Context: an optimization exercise on an open-source flow, tuned for small area. The choices shown serve that exercise and are no tape-out recipe. Only simulation tests tie the RTL to the original design; equivalence was not proved.

==> flow/design.v (outline; a module is shown in full before it is edited, if it fits) <==
// module fse_lms_updater: 1735 lines
// module lms_fa: 4 lines
// module lms_aoi22: 3 lines
// module lms_xnor: 3 lines
// module lms_ha: 4 lines
module fse_lms_updater (
   input  logic         clk,
   input  logic         i_reset,
   input  logic [7:0]   i_is_data_I,
   input  logic [7:0]   i_is_data_Q,
   input  logic         i_ctrl,
   input  logic         i_baud,
   input  logic [11:0]  i_fse_I,
   input  logic [11:0]  i_fse_Q,
   input  logic         i_en_rx,
   input  logic         i_en_lms,
   output logic [71:0]  o_taps_I,
   output logic [71:0]  o_taps_Q,
   output logic         o_en_taps,
   output logic         o_overrun
);
  // ...
==> flow/flow/run.sh <==
#!/bin/bash
# Own layout flow: the standard synthesis (standard.sh synth, unchanged),
# then the drive-1 resizing of flow/downsize.tcl on the synthesized netlist,
# then the standard ORFS layout (standard.sh finish) with minimum-size port
# buffers and a clock tree built without dummy loads from larger sink
# clusters. ORFS writes each tool's full log under orfs/logs/; the output of
# each command run here goes to a log file of its own in this folder.
set -euo pipefail
bash standard.sh synth > make_synth.log 2>&1
R=orfs/results/${FLOW_PLATFORM}/fse_lms_updater/base
LIB_FILE=${FLOW_HOME}/platforms/${FLOW_PLATFORM}/lib/sky130_fd_sc_hd__tt_025C_1v80.lib \
ODB=$R/1_synth.odb MAX_FANOUT=4 \
  openroad -no_init -exit flow/downsize.tcl > downsize.log 2>&1
touch $R/1_synth.sdc
export BUFFER_PORTS_ARGS="-buffer_cell sky130_fd_sc_hd__buf_1"
export CTS_ARGS="-sink_clustering_enable -repair_clock_nets -dont_use_dummy_load -buf_list sky130_fd_sc_hd__clkbuf_16 -sink_clustering_size 30 -sink_clustering_max_diameter 80"
bash standard.sh finish > make_layout.log 2>&1
==> flow/flow/downsize.tcl <==
# Resize the synthesized netlist's logic cells to drive strength 1 where the
# drive-1 cell is smaller and the cell drives few loads (ABC maps the small
# tree cells of the datapath with drive-2 cells). Registers, buffers,
# inverters and clock cells are left alone; the placement's repair_design and
# repair_timing size cells up again where slew or timing need it.
read_liberty $::env(LIB_FILE)
read_db $::env(ODB)
set lib [lindex [get_libs *] 0]
set n 0
set saved 0.0
foreach inst [get_cells *] {
  set m [get_property $inst ref_name]
  if {![regexp {^(sky130_fd_sc_hd__([a-z0-9]+))_([0-9]+)$} $m -> base fn drive]} { continue }
  if {$drive == 1} { continue }
  if {[regexp {^(df|edf|sdf|dl|buf|clk|inv|bufinv|conb|tap|fill|decap|diode|dly|probe|lpflow)} $fn]} { continue }
  set small [get_lib_cells -quiet */${base}_1]
  if {$small eq ""} { continue }
  set a_old [get_property [get_lib_cells */$m] area]
  set a_new [get_property $small area]
  if {$a_new >= $a_old} { continue }
  set fo 0
  foreach p [get_pins -of_objects $inst -filter "direction == output"] {
    set net [get_nets -quiet -of_objects $p]
    if {$net ne ""} { incr fo [llength [get_pins -quiet -of_objects $net -filter "direction == input"]] }
  }
  if {$fo > $::env(MAX_FANOUT)} { continue }
  replace_cell [get_full_name $inst] ${base}_1
  incr n
  set saved [expr {$saved + $a_old - $a_new}]
}
puts "downsize: resized $n cells, saved [format %.1f $saved] um2"
write_db $::env(ODB)
==> flow/standard.sh <==
#!/bin/bash
# synth_recipe.tcl (not shown) runs the flow's synth.tcl, then flattens the netlist and writes it again
# the make line also repeats each setting of config.mk as NAME=value (left out here)
make -C /OpenROAD-flow-scripts/flow DESIGN_CONFIG=/design/flow/config.mk WORK_HOME=/design/flow/orfs CLKGATE_MAP_FILE= SYNTH_SCRIPT=/design/flow/synth_recipe.tcl "${@:-finish}"
==> flow/config.mk <==
export PLATFORM = sky130hd
export DESIGN_NAME = fse_lms_updater
export DESIGN_NICKNAME = fse_lms_updater
export VERILOG_FILES = /design/flow/design.v
export SDC_FILE = /design/flow/constraint.sdc
export NUM_CORES = 4
export LEC_CHECK = 0
export CAP_MARGIN = 20
export CORE_MARGIN = 2
export CORE_UTILIZATION = 40
export SLEW_MARGIN = 20
export SYNTH_HIERARCHICAL = 1
==> flow/constraint.sdc <==
create_clock -name core_clock -period 13.0 [get_ports {clk}]
set_input_delay 2.6000 -clock core_clock [delete_from_list [all_inputs] [get_ports {clk}]]
set_output_delay 2.6000 -clock core_clock [all_outputs]
set_load 0.01 [all_outputs]
==> results.sh, run 1 <==
export IMPL_critPathArrivalTime_ns=11.66
export IMPL_taps=1134
export IMPL_multi_input_area_share_pct=32.9
export IMPL_num_nonclk_buffers=228
export IMPL_tns_ns=0
export IMPL_grt_start_max_net_pins=194
export IMPL_hold_end="r_aQn[20]$_DFFE_PP_"
export IMPL_worstReg2RegEnd="r_aQn[173]$_DFFE_PP_"
export IMPL_fin_hold_ws_ns=0.339
export IMPL_status="no timing/DRC/antenna violations"
export IMPL_critical_path_max_fanout=26
export IMPL_final_common_cell="edfxtp_1"
export IMPL_maxCapViolCount=0
export IMPL_final_hold_viol_count=0
export IMPL_r2r_slack_ns=1.63
export IMPL_dp_cells=3437
export IMPL_period_share_pct=87.5
export IMPL_cts_setup_buffers=0
export IMPL_nFlopsAndLatches=711
export IMPL_drive_gt1_share_pct=5.64
export IMPL_fin_skew_ns=0.0891
==> inputs of run 2 (changes only) <==
--- a/flow/design.v
+++ b/flow/design.v
@@ -851,51 +851,57 @@
    wire dpr_t553, dpr_t554;
    lms_fa u_dpr_t553 (.a(dpr_t325), .b(dpr_t476), .c(dpr_t514), .s(dpr_t553), .co(dpr_t554));
    wire dpr_t555 = ~dpr_t326;
    wire dpr_t556 = ~dpr_t327;
    wire dpr_t557 = ~dpr_t328;
    wire dpr_t558 = ~dpr_t329;
    wire dpr_t559 = ~dpr_t330;
    wire dpr_t560 = ~dpr_t331;
-   wire dpr_t561 = ~dpr_t515;
-   wire dpr_t562, dpr_t563;
-   lms_fa u_dpr_t562 (.a(dpr_t517), .b(dpr_t516), .c(dpr_t515), .s(dpr_t562), .co(dpr_t563));
-   wire dpr_t564, dpr_t565;
-   lms_fa u_dpr_t564 (.a(dpr_t519), .b(dpr_t518), .c(dpr_t563), .s(dpr_t564), .co(dpr_t565));
-   wire dpr_t566, dpr_t567;
-   lms_fa u_dpr_t566 (.a(dpr_t521), .b(dpr_t520), .c(dpr_t565), .s(dpr_t566), .co(dpr_t567));
+   wire dpr_t561 = dpr_t515 & 1'b1;
+   wire dpr_t562 = (dpr_t517 & dpr_t516) | (dpr_t517 & dpr_t561) | (dpr_t516 & dpr_t561);
+   wire dpr_t563 = (dpr_t519 & dpr_t518) | (dpr_t519 & dpr_t562) | (dpr_t518 & dpr_t562);
+   wire dpr_t564 = (dpr_t521 & dpr_t520) | (dpr_t521 & dpr_t563) | (dpr_t520 & dpr_t563);
+   wire dpr_t565 = (dpr_t523 & dpr_t522) | (dpr_t523 & dpr_t564) | (dpr_t522 & dpr_t564);
+   wire dpr_t566 = (dpr_t525 & dpr_t524) | (dpr_t525 & dpr_t565) | (dpr_t524 & dpr_t565);
+   wire dpr_t567 = (dpr_t527 & dpr_t526) | (dpr_t527 & dpr_t566) | (dpr_t526 & dpr_t566);
    wire dpr_t568, dpr_t569;
-   lms_fa u_dpr_t568 (.a(dpr_t523), .b(dpr_t522), .c(dpr_t567), .s(dpr_t568), .co(dpr_t569));
+   lms_fa u_dpr_t568 (.a(dpr_t529), .b(dpr_t528), .c(dpr_t567), .s(dpr_t568), .co(dpr_t569));
    wire dpr_t570, dpr_t571;
-   lms_fa u_dpr_t570 (.a(dpr_t525), .b(dpr_t524), .c(dpr_t569), .s(dpr_t570), .co(dpr_t571));
+   lms_fa u_dpr_t570 (.a(dpr_t531), .b(dpr_t530), .c(dpr_t569), .s(dpr_t570), .co(dpr_t571));
    wire dpr_t572, dpr_t573;
-   lms_fa u_dpr_t572 (.a(dpr_t527), .b(dpr_t526), .c(dpr_t571), .s(dpr_t572), .co(dpr_t573));
+   lms_fa u_dpr_t572 (.a(dpr_t533), .b(dpr_t532), .c(dpr_t571), .s(dpr_t572), .co(dpr_t573));
    wire dpr_t574, dpr_t575;
-   lms_fa u_dpr_t574 (.a(dpr_t529), .b(dpr_t528), .c(dpr_t573), .s(dpr_t574), .co(dpr_t575));
+   lms_fa u_dpr_t574 (.a(dpr_t535), .b(dpr_t534), .c(dpr_t573), .s(dpr_t574), .co(dpr_t575));
    wire dpr_t576, dpr_t577;
-   lms_fa u_dpr_t576 (.a(dpr_t531), .b(dpr_t530), .c(dpr_t575), .s(dpr_t576), .co(dpr_t577));
+   lms_fa u_dpr_t576 (.a(dpr_t537), .b(dpr_t536), .c(dpr_t575), .s(dpr_t576), .co(dpr_t577));
    wire dpr_t578, dpr_t579;
-   lms_fa u_dpr_t578 (.a(dpr_t533), .b(dpr_t532), .c(dpr_t577), .s(dpr_t578), .co(dpr_t579));
+   lms_fa u_dpr_t578 (.a(dpr_t539), .b(dpr_t538), .c(dpr_t577), .s(dpr_t578), .co(dpr_t579));
    wire dpr_t580, dpr_t581;
-   lms_fa u_dpr_t580 (.a(dpr_t535), .b(dpr_t534), .c(dpr_t579), .s(dpr_t580), .co(dpr_t581));
+   lms_fa u_dpr_t580 (.a(dpr_t541), .b(dpr_t540), .c(dpr_t579), .s(dpr_t580), .co(dpr_t581));
    wire dpr_t582, dpr_t583;
-   lms_fa u_dpr_t582 (.a(dpr_t537), .b(dpr_t536), .c(dpr_t581), .s(dpr_t582), .co(dpr_t583));
+   lms_fa u_dpr_t582 (.a(dpr_t543), .b(dpr_t542), .c(dpr_t581), .s(dpr_t582), .co(dpr_t583));
    wire dpr_t584, dpr_t585;
-   lms_fa u_dpr_t584 (.a(dpr_t539), .b(dpr_t538), .c(dpr_t583), .s(dpr_t584), .co(dpr_t585));
+   lms_fa u_dpr_t584 (.a(dpr_t545), .b(dpr_t544), .c(dpr_t583), .s(dpr_t584), .co(dpr_t585));
    wire dpr_t586, dpr_t587;
-   lms_fa u_dpr_t586 (.a(dpr_t541), .b(dpr_t540), .c(dpr_t585), .s(dpr_t586), .co(dpr_t587));
+   lms_fa u_dpr_t586 (.a(dpr_t547), .b(dpr_t546), .c(dpr_t585), .s(dpr_t586), .co(dpr_t587));
    wire dpr_t588, dpr_t589;
-   lms_fa u_dpr_t588 (.a(dpr_t543), .b(dpr_t542), .c(dpr_t587), .s(dpr_t588), .co(dpr_t589));
+   lms_fa u_dpr_t588 (.a(dpr_t549), .b(dpr_t548), .c(dpr_t587), .s(dpr_t588), .co(dpr_t589));
    wire dpr_t590, dpr_t591;
-   lms_fa u_dpr_t590 (.a(dpr_t545), .b(dpr_t544), .c(dpr_t589), .s(dpr_t590), .co(dpr_t591));
-   wire [11:0] dpr_ha = {1'b1, dpr_t332, dpr_t560, dpr_t559, dpr_t558, dpr_t557, dpr_t556, dpr_t555, dpr_t553, dpr_t551, dpr_t549, dpr_t547};
-   wire [11:0] dpr_hb = {1'b0, dpr_t331, dpr_t330, dpr_t329, dpr_t328, dpr_t327, dpr_t326, dpr_t554, dpr_t552, dpr_t550, dpr_t548, dpr_t546};
-   wire [11:0] dpr_hs = dpr_ha + dpr_hb + {11'd0, dpr_t591};
-   assign w_nI = {dpr_hs, dpr_t590, dpr_t588, dpr_t586, dpr_t584, dpr_t582, dpr_t580, dpr_t578, dpr_t576, dpr_t574};
+   lms_fa u_dpr_t590 (.a(dpr_t551), .b(dpr_t550), .c(dpr_t589), .s(dpr_t590), .co(dpr_t591));
+   wire dpr_t592, dpr_t593;
+   lms_fa u_dpr_t592 (.a(dpr_t553), .b(dpr_t552), .c(dpr_t591), .s(dpr_t592), .co(dpr_t593));
+   wire dpr_t594, dpr_t595;
+   lms_fa u_dpr_t594 (.a(dpr_t555), .b(dpr_t554), .c(dpr_t593), .s(dpr_t594), .co(dpr_t595));
+   wire dpr_t596, dpr_t597;
+   lms_fa u_dpr_t596 (.a(dpr_t556), .b(dpr_t326), .c(dpr_t595), .s(dpr_t596), .co(dpr_t597));
+   wire [5:0] dpr_ha = {1'b1, dpr_t332, dpr_t560, dpr_t559, dpr_t558, dpr_t557};
+   wire [5:0] dpr_hb = {1'b0, dpr_t331, dpr_t330, dpr_t329, dpr_t328, dpr_t327};
+   wire [5:0] dpr_hs = dpr_ha + dpr_hb + {5'd0, dpr_t597};
+   assign w_nI = {dpr_hs, dpr_t596, dpr_t594, dpr_t592, dpr_t590, dpr_t588, dpr_t586, dpr_t584, dpr_t582, dpr_t580, dpr_t578, dpr_t576, dpr_t574, dpr_t572, dpr_t570, dpr_t568};
    wire dpi_t1_one = w_rI[0];
    wire dpi_t1_two = w_rI[1];
    wire dpi_t1_neg = ~w_rI[2];
    wire dpi_t2;
    wire dpi_t3 = ~(dpi_t1_one & w_eQ[0]);
    lms_xnor u_dpi_t2 (.a(dpi_t3), .b(dpi_t1_neg), .y(dpi_t2));
    wire dpi_t4;
    wire dpi_t5;
@@ -1646,51 +1652,57 @@
    wire dpi_t553, dpi_t554;
    lms_fa u_dpi_t553 (.a(dpi_t325), .b(dpi_t476), .c(dpi_t514), .s(dpi_t553), .co(dpi_t554));
    wire dpi_t555 = ~dpi_t326;
    wire dpi_t556 = ~dpi_t327;
    wire dpi_t557 = ~dpi_t328;
    wire dpi_t558 = ~dpi_t329;
    wire dpi_t559 = ~dpi_t330;
    wire dpi_t560 = ~dpi_t331;
-   wire dpi_t561 = ~dpi_t515;
-   wire dpi_t562, dpi_t563;
-   lms_fa u_dpi_t562 (.a(dpi_t517), .b(dpi_t516), .c(dpi_t515), .s(dpi_t562), .co(dpi_t563));
-   wire dpi_t564, dpi_t565;
-   lms_fa u_dpi_t564 (.a(dpi_t519), .b(dpi_t518), .c(dpi_t563), .s(dpi_t564), .co(dpi_t565));
-   wire dpi_t566, dpi_t567;
-   lms_fa u_dpi_t566 (.a(dpi_t521), .b(dpi_t520), .c(dpi_t565), .s(dpi_t566), .co(dpi_t567));
+   wire dpi_t561 = dpi_t515 & 1'b1;
+   wire dpi_t562 = (dpi_t517 & dpi_t516) | (dpi_t517 & dpi_t561) | (dpi_t516 & dpi_t561);
+   wire dpi_t563 = (dpi_t519 & dpi_t518) | (dpi_t519 & dpi_t562) | (dpi_t518 & dpi_t562);
+   wire dpi_t564 = (dpi_t521 & dpi_t520) | (dpi_t521 & dpi_t563) | (dpi_t520 & dpi_t563);
+   wire dpi_t565 = (dpi_t523 & dpi_t522) | (dpi_t523 & dpi_t564) | (dpi_t522 & dpi_t564);
+   wire dpi_t566 = (dpi_t525 & dpi_t524) | (dpi_t525 & dpi_t565) | (dpi_t524 & dpi_t565);
+   wire dpi_t567 = (dpi_t527 & dpi_t526) | (dpi_t527 & dpi_t566) | (dpi_t526 & dpi_t566);
    wire dpi_t568, dpi_t569;
-   lms_fa u_dpi_t568 (.a(dpi_t523), .b(dpi_t522), .c(dpi_t567), .s(dpi_t568), .co(dpi_t569));
+   lms_fa u_dpi_t568 (.a(dpi_t529), .b(dpi_t528), .c(dpi_t567), .s(dpi_t568), .co(dpi_t569));
    wire dpi_t570, dpi_t571;
-   lms_fa u_dpi_t570 (.a(dpi_t525), .b(dpi_t524), .c(dpi_t569), .s(dpi_t570), .co(dpi_t571));
+   lms_fa u_dpi_t570 (.a(dpi_t531), .b(dpi_t530), .c(dpi_t569), .s(dpi_t570), .co(dpi_t571));
    wire dpi_t572, dpi_t573;
-   lms_fa u_dpi_t572 (.a(dpi_t527), .b(dpi_t526), .c(dpi_t571), .s(dpi_t572), .co(dpi_t573));
+   lms_fa u_dpi_t572 (.a(dpi_t533), .b(dpi_t532), .c(dpi_t571), .s(dpi_t572), .co(dpi_t573));
    wire dpi_t574, dpi_t575;
-   lms_fa u_dpi_t574 (.a(dpi_t529), .b(dpi_t528), .c(dpi_t573), .s(dpi_t574), .co(dpi_t575));
+   lms_fa u_dpi_t574 (.a(dpi_t535), .b(dpi_t534), .c(dpi_t573), .s(dpi_t574), .co(dpi_t575));
    wire dpi_t576, dpi_t577;
-   lms_fa u_dpi_t576 (.a(dpi_t531), .b(dpi_t530), .c(dpi_t575), .s(dpi_t576), .co(dpi_t577));
+   lms_fa u_dpi_t576 (.a(dpi_t537), .b(dpi_t536), .c(dpi_t575), .s(dpi_t576), .co(dpi_t577));
    wire dpi_t578, dpi_t579;
-   lms_fa u_dpi_t578 (.a(dpi_t533), .b(dpi_t532), .c(dpi_t577), .s(dpi_t578), .co(dpi_t579));
+   lms_fa u_dpi_t578 (.a(dpi_t539), .b(dpi_t538), .c(dpi_t577), .s(dpi_t578), .co(dpi_t579));
    wire dpi_t580, dpi_t581;
-   lms_fa u_dpi_t580 (.a(dpi_t535), .b(dpi_t534), .c(dpi_t579), .s(dpi_t580), .co(dpi_t581));
+   lms_fa u_dpi_t580 (.a(dpi_t541), .b(dpi_t540), .c(dpi_t579), .s(dpi_t580), .co(dpi_t581));
    wire dpi_t582, dpi_t583;
-   lms_fa u_dpi_t582 (.a(dpi_t537), .b(dpi_t536), .c(dpi_t581), .s(dpi_t582), .co(dpi_t583));
+   lms_fa u_dpi_t582 (.a(dpi_t543), .b(dpi_t542), .c(dpi_t581), .s(dpi_t582), .co(dpi_t583));
    wire dpi_t584, dpi_t585;
-   lms_fa u_dpi_t584 (.a(dpi_t539), .b(dpi_t538), .c(dpi_t583), .s(dpi_t584), .co(dpi_t585));
+   lms_fa u_dpi_t584 (.a(dpi_t545), .b(dpi_t544), .c(dpi_t583), .s(dpi_t584), .co(dpi_t585));
    wire dpi_t586, dpi_t587;
-   lms_fa u_dpi_t586 (.a(dpi_t541), .b(dpi_t540), .c(dpi_t585), .s(dpi_t586), .co(dpi_t587));
+   lms_fa u_dpi_t586 (.a(dpi_t547), .b(dpi_t546), .c(dpi_t585), .s(dpi_t586), .co(dpi_t587));
    wire dpi_t588, dpi_t589;
-   lms_fa u_dpi_t588 (.a(dpi_t543), .b(dpi_t542), .c(dpi_t587), .s(dpi_t588), .co(dpi_t589));
+   lms_fa u_dpi_t588 (.a(dpi_t549), .b(dpi_t548), .c(dpi_t587), .s(dpi_t588), .co(dpi_t589));
    wire dpi_t590, dpi_t591;
-   lms_fa u_dpi_t590 (.a(dpi_t545), .b(dpi_t544), .c(dpi_t589), .s(dpi_t590), .co(dpi_t591));
-   wire [11:0] dpi_ha = {1'b1, dpi_t332, dpi_t560, dpi_t559, dpi_t558, dpi_t557, dpi_t556, dpi_t555, dpi_t553, dpi_t551, dpi_t549, dpi_t547};
-   wire [11:0] dpi_hb = {1'b0, dpi_t331, dpi_t330, dpi_t329, dpi_t328, dpi_t327, dpi_t326, dpi_t554, dpi_t552, dpi_t550, dpi_t548, dpi_t546};
-   wire [11:0] dpi_hs = dpi_ha + dpi_hb + {11'd0, dpi_t591};
-   assign w_nQ = {dpi_hs, dpi_t590, dpi_t588, dpi_t586, dpi_t584, dpi_t582, dpi_t580, dpi_t578, dpi_t576, dpi_t574};
+   lms_fa u_dpi_t590 (.a(dpi_t551), .b(dpi_t550), .c(dpi_t589), .s(dpi_t590), .co(dpi_t591));
+   wire dpi_t592, dpi_t593;
+   lms_fa u_dpi_t592 (.a(dpi_t553), .b(dpi_t552), .c(dpi_t591), .s(dpi_t592), .co(dpi_t593));
+   wire dpi_t594, dpi_t595;
+   lms_fa u_dpi_t594 (.a(dpi_t555), .b(dpi_t554), .c(dpi_t593), .s(dpi_t594), .co(dpi_t595));
+   wire dpi_t596, dpi_t597;
+   lms_fa u_dpi_t596 (.a(dpi_t556), .b(dpi_t326), .c(dpi_t595), .s(dpi_t596), .co(dpi_t597));
+   wire [5:0] dpi_ha = {1'b1, dpi_t332, dpi_t560, dpi_t559, dpi_t558, dpi_t557};
+   wire [5:0] dpi_hb = {1'b0, dpi_t331, dpi_t330, dpi_t329, dpi_t328, dpi_t327};
+   wire [5:0] dpi_hs = dpi_ha + dpi_hb + {5'd0, dpi_t597};
+   assign w_nQ = {dpi_hs, dpi_t596, dpi_t594, dpi_t592, dpi_t590, dpi_t588, dpi_t586, dpi_t584, dpi_t582, dpi_t580, dpi_t578, dpi_t576, dpi_t574, dpi_t572, dpi_t570, dpi_t568};
    logic [19:0] w_sI, w_sQ;
    assign w_sI = (w_nI[20] != w_nI[19]) ? {w_nI[20], {19{~w_nI[20]}}} : w_nI[19:0];
    assign w_sQ = (w_nQ[20] != w_nQ[19]) ? {w_nQ[20], {19{~w_nQ[20]}}} : w_nQ[19:0];
    always_ff @(posedge clk) begin
       if (w_step) begin
          r_aIn <= {~w_sI, r_aIn[179:20]};
          r_aQn <= {~w_sQ, r_aQn[179:20]};
       end
==> flow/config.mk (replaced) <==
export PLATFORM = sky130hd
export DESIGN_NAME = fse_lms_updater
export DESIGN_NICKNAME = fse_lms_updater
export VERILOG_FILES = /design/flow/design.v
export SDC_FILE = /design/flow/constraint.sdc
export NUM_CORES = 4
export LEC_CHECK = 0
export CAP_MARGIN = 20
export CORE_MARGIN = 2
export CORE_UTILIZATION = 40
export GPL_TIMING_DRIVEN = 0
export SLEW_MARGIN = 20
export SYNTH_HIERARCHICAL = 1
==> results.sh, run 2 <==
export IMPL_max_freq_ghz=0.0800
export IMPL_drtIter0Drc=1627
export IMPL_hold_buffers=0
export IMPL_rows=106
export IMPL_reg2reg_depth=39
export IMPL_cts_root_buf="clkbuf_16"
export IMPL_grt_pass1_vias=19500
export IMPL_crit_path_frequent_cell="fa_1"
export IMPL_grt_start_max_net_pins=109
export IMPL_vias=18700
export IMPL_htreeDepth=2
export IMPL_insertion_delay_ns=0.59
export IMPL_register_area_um2=21100
export IMPL_dp_cells=3435
export IMPL_maxCapViolCount=0
export IMPL_dp_slack_ns=-0.892
export IMPL_ant_nets=0
export IMPL_first_pass_iters=6
export IMPL_dpl_cell_area_um2=36200
export IMPL_cts_buffers=38
export IMPL_cts_tree="done"
export IMPL_syn_cell_area_um2=33500
export IMPL_path_class="reg2reg"
export IMPL_rsz0062_at_grt="no"
export IMPL_drive_gt1_share_pct=8.77
export IMPL_cp_endpoint="r_aIn[162]$_DFFE_PP_"
export IMPL_grt_use_total_pct=16.9
export IMPL_fin_skew_ns=0.0906
export IMPL_hp_start="r_aIn[141]$_DFFE_PP_"
export IMPL_fin_hold_ws_ns=0.366
export IMPL_critical_path_depth=39
export IMPL_die_w_um=294
export IMPL_fin_util_pct=45.3
export IMPL_avgSynthCellArea_um2=15.7
export IMPL_critPathMaxStageDelay_ns=0.56
export IMPL_multi_input_area_um2=11900
export IMPL_r2r_slack_ns=0.50
export IMPL_netlist_instances=2141
export IMPL_fill_cells=7288
export IMPL_antenna_found_initial=4
export IMPL_clk_pin_slew_ns=0.09
export IMPL_finalSetupViolCount=0
export IMPL_synth_warnings=7
export IMPL_critPathSlowestCell="edfxtp_1"
export IMPL_ios=192
export IMPL_grt_pass1_wl_mm=113
export IMPL_worstReg2RegEnd="r_aIn[162]$_DFFE_PP_"
export IMPL_dp_final_hpwl_mm=50.3
export IMPL_cp_num_buf_inv=5
export IMPL_cts_buffer_depth=3
export IMPL_core_area_um2=83300
export IMPL_nNetsFinal=2795
export IMPL_final_cells=3532
export IMPL_status="no timing/DRC/antenna violations"
export IMPL_portBuffers=191
export IMPL_die_area_um2=86100
export IMPL_relSlewSlack_pct=25.3
export IMPL_r2r_start="r_eI[0]$_DFFE_PP_"
export IMPL_finalMaxSlewViolations=0
export IMPL_final_cell_mix="edfxtp_1, fa_1, xnor2_1"
export IMPL_worst_setup_path_start_kind="flop"
export IMPL_period_share_pct=96.1
export IMPL_critical_path_max_fanout=8
export IMPL_critPathArrivalTime_ns=12.84
export IMPL_syn_nets=2483
export IMPL_final_hold_viol_count=0
export IMPL_fp_dieH_um=294
export IMPL_routabilityCongestion=0.822
export IMPL_setup_slack_ns=0.502
export IMPL_area_delta_synth_final_pct=12.6
export IMPL_wire_per_inst_um=20.9
export IMPL_finalCriticalPeriod_ns=12.50
export IMPL_worst_slew_pin_slew_ns=1.12
export IMPL_worstPathRequired_ns=13.34
export IMPL_tns_ns=0
export IMPL_hold_path_class="reg2reg"
export IMPL_grt_overflow=0
export IMPL_worstSetupEndpointType="flop"
export IMPL_cts_sinks=711
export IMPL_final_common_cell="edfxtp_1"
export IMPL_critical_path_top_delay_family="adder cells"
export IMPL_finalWirelength_mm=73.7
export IMPL_vias_per_cell=5.29
export IMPL_hold_depth=0
export IMPL_startpoint="r_eI[0]$_DFFE_PP_"
export IMPL_start_util_pct=40.3
export IMPL_drc=0
export IMPL_stdcell_area_um2=37800
export IMPL_reg_largest_list="r_aIn (180), r_aQn (180)"
## run 2: how the worst min path moves through the flow
| stage | to | slack (ns) |
|---|---|---|
| after detailed placement | r_aIn[108]$_DFFE_PP_ | 0.40 |
| final | r_aIn[121]$_DFFE_PP_ | 0.37 |
| after floorplan | r_aIn[0]$_DFFE_PP_ | 0.40 |
| after global routing | r_aIn[121]$_DFFE_PP_ | 0.37 |
| after CTS | r_aIn[121]$_DFFE_PP_ | 0.37 |
| after global placement | r_aIn[85]$_DFFE_PP_ | 0.40 |
## run 2: layout make-up
cell class / instances / share of cell area (%)
sequential: 711 / 55.8
multi-input combinational: 1271 / 31.5
timing repair buffer: 273 / 4.79
tap: 1080 / 3.58
clock buffer: 38 / 2.52
inverter: 103 / 1.14
buffer: 55 / 0.679
antenna: 1 / 0.00663
## run 2: timing repair
action	in CTS	in global routing
resized for setup	15	26
hold endpoints to repair	0	0
endpoints found under the setup margin	29	31
buffers inserted	8	51
pin swaps	0	0
## run 2: per-layer routing
layer	share of wire (%)	up-vias	global-route usage, %
met5	0	-	0
met3	4.7	145	1.89
met1	43	9564	22.5
li1	-	8398	-
met4	3.2	0	6.04
met2	49	569	28.8
==> inputs of run 3 (changes only) <==
--- a/flow/config.mk
+++ b/flow/config.mk
@@ -10,3 +10,2 @@
 export CORE_UTILIZATION = 40
-export GPL_TIMING_DRIVEN = 0
 export SLEW_MARGIN = 20
==> results.sh, run 3 <==
export IMPL_insertion_delay_ns=0.58
export IMPL_core_area_um2=83300
export IMPL_r2r_slack_ns=0.69
export IMPL_netlist_instances=2141
export IMPL_grt_start_max_net_pins=100
export IMPL_final_common_cell="edfxtp_1"
export IMPL_max_freq_ghz=0.0813
export IMPL_drc=0
export IMPL_grt_use_total_pct=16.6
export IMPL_drtIter0Drc=1565
export IMPL_worst_setup_path_start_kind="flop"
export IMPL_cts_sinks=711
export IMPL_antenna_found_initial=0
export IMPL_final_cell_mix="edfxtp_1, fa_1, xnor2_1"
export IMPL_nNetsFinal=2733
export IMPL_htreeDepth=2
export IMPL_period_share_pct=94.7
export IMPL_wire_per_inst_um=20.8
export IMPL_startpoint="r_eQ[4]$_DFFE_PP_"
export IMPL_first_pass_iters=6
export IMPL_path_class="reg2reg"
export IMPL_status="no timing/DRC/antenna violations"
export IMPL_tns_ns=0
export IMPL_reg2reg_depth=34
export IMPL_clk_pin_slew_ns=0.11
export IMPL_cts_setup_buffers=0
export IMPL_grt_overflow=0
export IMPL_hold_buffers=0
export IMPL_crit_path_frequent_cell="fa_1"
export IMPL_ios=192
export IMPL_die_area_um2=86100
export IMPL_finalMaxSlewViolations=0
export IMPL_fin_skew_ns=0.0667
export IMPL_finalCriticalPeriod_ns=12.31
export IMPL_finalWirelength_mm=72.1
export IMPL_die_w_um=294
export IMPL_worstSetupEndpointType="flop"
export IMPL_synth_warnings=7
export IMPL_grt_pass1_wl_mm=111
export IMPL_critPathSlowestCell="edfxtp_1"
export IMPL_dp_final_hpwl_mm=50.8
export IMPL_cts_root_buf="clkbuf_16"
export IMPL_finalSetupViolCount=0
export IMPL_critical_path_max_fanout=19
export IMPL_hold_depth=0
export IMPL_cts_buffer_depth=3
export IMPL_final_hold_viol_count=0
export IMPL_post_cts_resized=0
export IMPL_worst_slew_pin_slew_ns=1.00
export IMPL_vias_per_cell=5.22
export IMPL_area_delta_synth_final_pct=9.96
export IMPL_syn_nets=2483
export IMPL_avgSynthCellArea_um2=15.7
export IMPL_syn_cell_area_um2=33500
export IMPL_reg_largest_list="r_aIn (180), r_aQn (180)"
export IMPL_diodes=0
export IMPL_fp_dieH_um=294
export IMPL_hold_path_class="reg2reg"
export IMPL_start_util_pct=40.3
export IMPL_portBuffers=191
export IMPL_drive_gt1_share_pct=6.57
export IMPL_worstPathRequired_ns=13.40
export IMPL_ant_nets=0
export IMPL_critPathArrivalTime_ns=12.70
export IMPL_rows=106
export IMPL_cts_tree="done"
export IMPL_grt_pass1_vias=18800
export IMPL_cts_buffers=37
export IMPL_routabilityCongestion=0.901
export IMPL_rsz0062_at_grt="no"
export IMPL_vias=18100
export IMPL_hp_start="r_aIn[143]$_DFFE_PP_"
export IMPL_relSlewSlack_pct=33.2
export IMPL_maxCapViolCount=0
export IMPL_r2r_start="r_eQ[4]$_DFFE_PP_"
export IMPL_critPathMaxStageDelay_ns=0.84
-- run 3: path summary, 6_finish.rpt --
kind,end
worst max-delay path,r_aQn[175]$_DFFE_PP_
worst min-delay path,r_aIn[123]$_DFFE_PP_
worst max register to register,r_aQn[175]$_DFFE_PP_
worst min register to register,r_aIn[123]$_DFFE_PP_
max in group asynchronous,r_stale$_DFFE_PP1P_
min in group asynchronous,r_fill[0]$_DFFE_PP0P_
-- run 3: layout make-up --
type,count,area (um2)
inverters,103,404
fillers,7408,46400
flip-flops and latches,711,21000
multi-input cells,1271,11900
well taps,1080,1350
clock buffers,37,926
repair buffers,267,1290
-- run 3: metal layers --
layer | vias to the layer above | routed length [um] | GRT usage, %
li1 | 8239 | - | -
met3 | 75 | 2550 | 1.79
met1 | 9384 | 32300 | 23.0
met4 | 0 | 1560 | 4.27
met2 | 401 | 35700 | 28.2
met5 | - | 0 | 0
-- run 3: worst max-delay path, delay by kind of cell, from the launching register on --
| family | cells | cell delay, ns |
|---|---|---|
| compound gates | 5 | 0.96 |
| xor+xnor | 2 | 0.47 |
| fa+ha+maj | 22 | 9.15 |
| buf+inv | 2 | 0.14 |
| flops | 1 | 0.84 |
| simple gates | 3 | 0.58 |
-- run 3: through the flow --
stage / hold WS [ns] / instances / util [%] / setup slack [ns] / instance area (um2)
floorplan: 0.400 / 2141 / - / 1.17 / 33500
detailed placement: 0.405 / 3432 / 43.1 / 0.657 / 35900
global placement: 0.400 / 3432 / 43.1 / 0.783 / 35900
finish: 0.358 / 3469 / 44.3 / 0.694 / 36900
CTS: 0.358 / 3469 / 44.3 / 0.639 / 36900
global route: 0.374 / 3469 / 44.3 / 0.0986 / 36900
==> inputs of run 4 (changes only) <==
--- a/flow/config.mk
+++ b/flow/config.mk
@@ -9,3 +9,3 @@
 export CORE_MARGIN = 2
-export CORE_UTILIZATION = 40
+export CORE_UTILIZATION = 55
 export SLEW_MARGIN = 20
==> results.sh, run 4 <==
export IMPL_die_w_um=251
export IMPL_vias=18400
export IMPL_rows=90
export IMPL_maxCapViolCount=0
export IMPL_cp_endpoint="r_aQn[173]$_DFFE_PP_"
export IMPL_critPathMaxStageDelay_ns=0.53
export IMPL_antenna_found_initial=0
export IMPL_cts_tree="done"
export IMPL_r2r_slack_ns=0.67
export IMPL_core_area_um2=60400
export IMPL_routabilityCongestion=0.866
export IMPL_fp_dieH_um=251
export IMPL_grt_pass1_wl_mm=112
export IMPL_hold_path_class="reg2reg"
export IMPL_r2r_start="r_rI[5]$_DFF_P_"
export IMPL_vias_per_cell=5.82
export IMPL_cts_buffer_depth=3
export IMPL_startpoint="r_rI[5]$_DFF_P_"
export IMPL_max_freq_ghz=0.0811
export IMPL_area_delta_synth_final_pct=8.58
export IMPL_nNetsFinal=2726
export IMPL_ant_nets=0
export IMPL_post_cts_resized=0
export IMPL_rsz0062_at_grt="no"
export IMPL_drc=0
export IMPL_final_cell_mix="edfxtp_1, fa_1, xnor2_1"
export IMPL_critPathArrivalTime_ns=12.69
export IMPL_worstReg2RegEnd="r_aQn[173]$_DFFE_PP_"
export IMPL_grt_pass1_vias=18300
export IMPL_finalCriticalPeriod_ns=12.33
export IMPL_reg_largest_list="r_aIn (180), r_aQn (180)"
export IMPL_clk_pin_slew_ns=0.11
export IMPL_finalMaxSlewViolations=0
export IMPL_critPathSlowestCell="fa_1"
export IMPL_multi_input_area_um2=11900
export IMPL_worstPathRequired_ns=13.36
export IMPL_path_class="reg2reg"
export IMPL_relSlewSlack_pct=29.6
export IMPL_grt_overflow=0
export IMPL_cts_root_buf="clkbuf_16"
export IMPL_die_area_um2=62900
export IMPL_fill_cells=4685
export IMPL_htreeDepth=2
export IMPL_cts_setup_buffers=0
export IMPL_drtIter0Drc=1745
export IMPL_wire_per_inst_um=23.4
export IMPL_finalSetupViolCount=0
export IMPL_tns_ns=0
export IMPL_syn_cell_area_um2=33500
export IMPL_final_hold_viol_count=0
export IMPL_drive_gt1_share_pct=6.30
export IMPL_grt_use_total_pct=23.7
export IMPL_cts_buffers=35
export IMPL_register_area_um2=21000
export IMPL_dp_slack_ns=0.605
export IMPL_worst_setup_path_start_kind="flop"
export IMPL_setup_slack_ns=0.674
export IMPL_ios=192
export IMPL_cts_sinks=711
export IMPL_worst_slew_pin_slew_ns=1.06
export IMPL_start_util_pct=55.5
export IMPL_fin_skew_ns=0.123
export IMPL_status="no timing/DRC/antenna violations"
export IMPL_reg2reg_depth=35
export IMPL_dp_final_hpwl_mm=51.9
export IMPL_netlist_instances=2141
export IMPL_crit_path_frequent_cell="fa_1"
export IMPL_worstSetupEndpointType="flop"
export IMPL_finalWirelength_mm=74.0
export IMPL_diodes=0
export IMPL_critical_path_max_fanout=19
export IMPL_final_common_cell="edfxtp_1"
export IMPL_avgSynthCellArea_um2=15.7
export IMPL_synth_warnings=7
export IMPL_syn_nets=2483
export IMPL_grt_start_max_net_pins=89
export IMPL_period_share_pct=94.8
export IMPL_hold_buffers=0
export IMPL_first_pass_iters=6
export IMPL_portBuffers=191
export IMPL_insertion_delay_ns=0.59
-- run 4: worst max-delay path: cells and delay by family, from the launching register on --
kind,cells,cell delay (ns)
and+or+nand+nor,3,0.58
buffers and inverters,4,0.90
adders and majority gates,22,9.24
xor gates and xnor gates,2,0.40
AOI/OAI and AO/OA,4,0.67
DFF,1,0.34
-- run 4: cell type report --
cell class	instances	share of cell area [%]
sequential	711	57.7
inverter	103	1.11
clock buffer	35	2.41
tap	782	2.69
timing repair buffer	262	3.44
multi-input combinational	1271	32.6
-- run 4: worst min-delay path by stage --
| stage | startpoint | to | slack, ns | cells after the start |
|---|---|---|---|---|
| detailed placement | r_aIn[143]$_DFFE_PP_ | r_aIn[123]$_DFFE_PP_ | 0.40 | 0 |
| finish | r_xI[24]$_DFFE_PP_ | r_xI[32]$_DFFE_PP_ | 0.37 | 0 |
| global route | r_xI[24]$_DFFE_PP_ | r_xI[32]$_DFFE_PP_ | 0.39 | 0 |
| CTS | r_xI[24]$_DFFE_PP_ | r_xI[32]$_DFFE_PP_ | 0.37 | 0 |
| global placement | r_aQn[109]$_DFFE_PP_ | r_aQn[89]$_DFFE_PP_ | 0.40 | 0 |
| floorplan | r_aIn[20]$_DFFE_PP_ | r_aIn[0]$_DFFE_PP_ | 0.40 | 0 |
-- run 4: layer usage --
metal  track usage (%)  share of wire, %  vias up
met5                 0                 0        -
met4              6.14               2.3        0
met3              3.06               5.4       75
met2              36.5                47      623
met1              36.1                45     9497
li1                  -                 -     8233
-- run 4: through the flow --
step / area, um2 / std cells / util [%] / hold slack [ns]
6_report: 36400 / 3164 / 60.3 / 0.374
5_1_grt: 36400 / 3164 / 60.3 / 0.385
4_1_cts: 36400 / 3162 / 60.3 / 0.370
3_5_place_dp: 35500 / 3127 / 58.8 / 0.405
3_3_place_gp: 35500 / 3127 / 58.8 / 0.401
2_1_floorplan: 33500 / 2141 / - / 0.400

[what the ideal ports hide]
No port has a modelled driver above. Below, the same layouts with a new extraction and two added sets of constraints. Step 1 (the two cells are an assumption about what drives the block):
set clk [get_ports {clk}]
set_driving_cell -lib_cell sky130_fd_sc_hd__clkbuf_16 $clk
set_driving_cell -lib_cell sky130_fd_sc_hd__buf_2 [delete_from_list [all_inputs] $clk]
Step 2 adds t to the input delays and takes it off the output delays; t is the mean of the earliest and latest rising clock arrival at the registers after step 1. Input paths then give back, and output paths get back, about the clock's delay inside the block. a / b / c = no drivers / after step 1 / after step 2; a / b = the first two.
| run | shift t [ns] | slack for setup (ns) | latest minus earliest clock arrival (ns) | pins driven straight from the clock port |
|---|---|---|---|---|
| run 1 | 0.618 | 1.625 / 1.625 / 1.625 | 0.100 / 0.100 | 1 |
| run 2 | 0.613 | 0.502 / 0.502 / 0.502 | 0.090 / 0.091 | 1 |
| run 3 | 0.621 | 0.694 / 0.694 / 0.694 | 0.080 / 0.079 | 1 |
| run 4 | 0.595 | 0.674 / 0.674 / 0.674 | 0.124 / 0.124 | 1 |
After both steps setup and hold are still met in every run listed.
